What follows belongs to an exercise in optimizing a design on an open flow for small area, a short achievable clock period and few clock cycles; a production flow would make more cautious choices.
The RTL was checked by simulation tests, not by an equivalence proof against the original design.

Setup of run A:
Design integer_matrix_multiply, start of the top module:
module integer_matrix_multiply (
  input  wire                                   clk,
  input  wire                                   rst,
  input  wire                                   in_valid,
  output logic                                  in_ready,
  input  wire        [1:0]                      operation,
  input  wire        [2:0]                      row_index,
  input  wire        [2:0]                      col_index,
  input  wire signed [15:0]                     element_value,
  output logic                                  out_valid,
  input  wire                                   out_ready,
  output logic       [2:0]                      out_row,
  output logic       [2:0]                      out_col,
  output logic signed [imm_pkg::PROD_WIDTH-1:0] product_value,
  output logic                                  last,
  output logic                                  dim_error,
  input  wire                                   cfg_we,
  input  wire        [1:0]                      cfg_index,
  input  wire        [3:0]                      cfg_data
);
  logic [3:0] a_rows, a_cols, b_rows, b_cols;
  logic [2:0] ar1, ac1, br1, bc1;
  logic       err;
  always_ff @(posedge clk) begin
    if (rst) begin
      a_rows <= 4'd1;
      a_cols <= 4'd1;
      b_rows <= 4'd1;
      b_cols <= 4'd1;
    end else if (cfg_we) begin
      case (cfg_index)
        2'd0: a_rows <= cfg_data;
        2'd1: a_cols <= cfg_data;
        2'd2: b_rows <= cfg_data;
        default: b_cols <= cfg_data;
      endcase
    end
  end
  assign ar1 = imm_pkg::dim_m1(a_rows);
  assign ac1 = imm_pkg::dim_m1(a_cols);
  assign br1 = imm_pkg::dim_m1(b_rows);
  assign bc1 = imm_pkg::dim_m1(b_cols);
  assign err = (ac1 != br1);
  logic        rdy;
  logic        ir_v, sk_v;
  logic [1:0]  ir_op, sk_op;
  logic [2:0]  ir_r, ir_c, sk_r, sk_c;
  logic [15:0] ir_d, sk_d;
  logic        in_fire, ir_go, ir_take;
  assign in_ready = rdy;
  assign in_fire  = in_valid && rdy && !rst;
  logic       active, rb_ok;
  logic [2:0] ii, jj, ii_n, jj_n;
  logic [7:0] ii_oh, jj_oh;
  logic       iss, iss_last, rb_load;
  logic       haz_a;
  ...
Size in the first run: ~12000 cells after synthesis, about 80 I/O pins.
==> flow/config.mk <==
export PLATFORM = sky130hd
export DESIGN_NAME = integer_matrix_multiply
export DESIGN_NICKNAME = integer_matrix_multiply
export VERILOG_FILES = /design/flow/design.v
export SDC_FILE = /design/flow/constraint.sdc
export NUM_CORES = 4
export LEC_CHECK = 0
export ABC_AREA = 1
export CAP_MARGIN = 20
export CORE_MARGIN = 2
export CORE_UTILIZATION = 40
export CTS_CLUSTER_DIAMETER = 100
export CTS_CLUSTER_SIZE = 20
export PLACE_DENSITY = 0.7
export SLEW_MARGIN = 20
==> flow/constraint.sdc <==
create_clock -name core_clock -period 10.0 [get_ports {clk}]
set_input_delay 2.0000 -clock core_clock [delete_from_list [all_inputs] [get_ports {clk}]]
set_output_delay 2.0000 -clock core_clock [all_outputs]
set_load 0.01 [all_outputs]
standard.sh (not shown) runs the stock make flow with config.mk's settings and CLKGATE_MAP_FILE= SYNTH_SCRIPT=/design/flow/synth_recipe.tcl, a recipe that flattens the netlist after the stock synthesis.
==> flow/flow/run.sh <==
#!/bin/bash
# The standard layout, with the timing repair steps asked to leave more setup slack.
set -euo pipefail
bash standard.sh SETUP_SLACK_MARGIN=6.5 finish > standard.log 2>&1
Testbench counts of run A, summed over its fixed seeds: cycles 11,975.
Setup changes, run A to run B
Settings: a deleted PLACE_DENSITY that had been 0.7.
--- a/flow/flow/run.sh
+++ b/flow/flow/run.sh
@@ -3,2 +3,2 @@
 set -euo pipefail
-bash standard.sh SETUP_SLACK_MARGIN=6.5 finish > standard.log 2>&1
+bash standard.sh SETUP_SLACK_MARGIN=6.6 finish > standard.log 2>&1
==> summary.txt <==
- Status | run A and run B | clean
- Run B ended with more met2 layer usage reported by global route than run A.
- Setup slack: run B more than run A
- In the reports for run A and run B, the smaller time the worst path needs with I/O delays and setup belongs to run B.
- Looking at run A and run B, the via total after detailed routing is a wash.
- Of run A and run B, the run reporting the higher number of cell instances on the worst register-to-register path was run A.
- Re critical path depth: run A and run B aren't equal, and the lower value belongs to run B.
- Met3 usage in global routing (lower): run B
> inputs changed (run B -> run C)
Settings: CTS_CLUSTER_SIZE no longer set, was 20; CTS_CLUSTER_DIAMETER no longer set, was 100.
--- a/flow/flow/run.sh
+++ b/flow/flow/run.sh
@@ -3,2 +3,2 @@
 set -euo pipefail
-bash standard.sh SETUP_SLACK_MARGIN=6.6 finish > standard.log 2>&1
+bash standard.sh SETUP_SLACK_MARGIN=6.5 finish > standard.log 2>&1
--- outcome ---
The sequential share of layout area number comes out lower for run C vs run B. Run B → run C: wire length of the first global-routing pass saw a decrease; final standard cell area without fillers saw an increase; sum of met3 wire segment lengths after detailed routing saw an increase. Route | run C vs run B | wire shorter in run C.
[inputs] run D vs run C
Settings: CTS_CLUSTER_DIAMETER now 100, previously not set; CTS_CLUSTER_SIZE now 20, previously not set.
==> summary.txt <==
- Count of plain and timing-repair buffers was higher in the run labelled run D.
- Delta (run D minus run C): count of inserted antenna diode cells down 3; wire length down 0.51%.

-- separate check: timing with driven ports --
The results above use ideal ports. As a check the final layouts listed here were re-extracted and re-timed, cells and wires unchanged. Step 1, drivers: a clkbuf_16 drives clk and a buf_2 each remaining input, both assumed. Step 2 times the ports against the registers' clock, not the clock port: input delays grow and output delays shrink by t, the midpoint of the rising clock arrivals with the driver on. Slacks: ideal / step 1 / step 2; pairs: ideal / step 1.
run	t, ns	slack for setup (ns)	hold slack, ns	latest minus earliest clock arrival (ns)	worst register clock-pin slew, ns
run A	1.038	6.377 / 6.377 / 5.612	0.329 / 0.329 / 0.329	0.131 / 0.130	0.09 / 0.09
run B	1.065	6.536 / 6.422 / 5.948	0.294 / 0.294 / 0.294	0.129 / 0.128	0.10 / 0.10
run C	1.065	6.359 / 6.359 / 5.627	0.308 / 0.308 / 0.308	0.107 / 0.107	0.07 / 0.07
run D	1.058	6.437 / 6.410 / 5.643	0.326 / 0.326 / 0.326	0.131 / 0.131	0.10 / 0.10
After both steps setup and hold are still met in every run listed. The setup slack of run D, which loses most, moves by -0.027 ns with the drivers and by -0.794 ns with both steps.
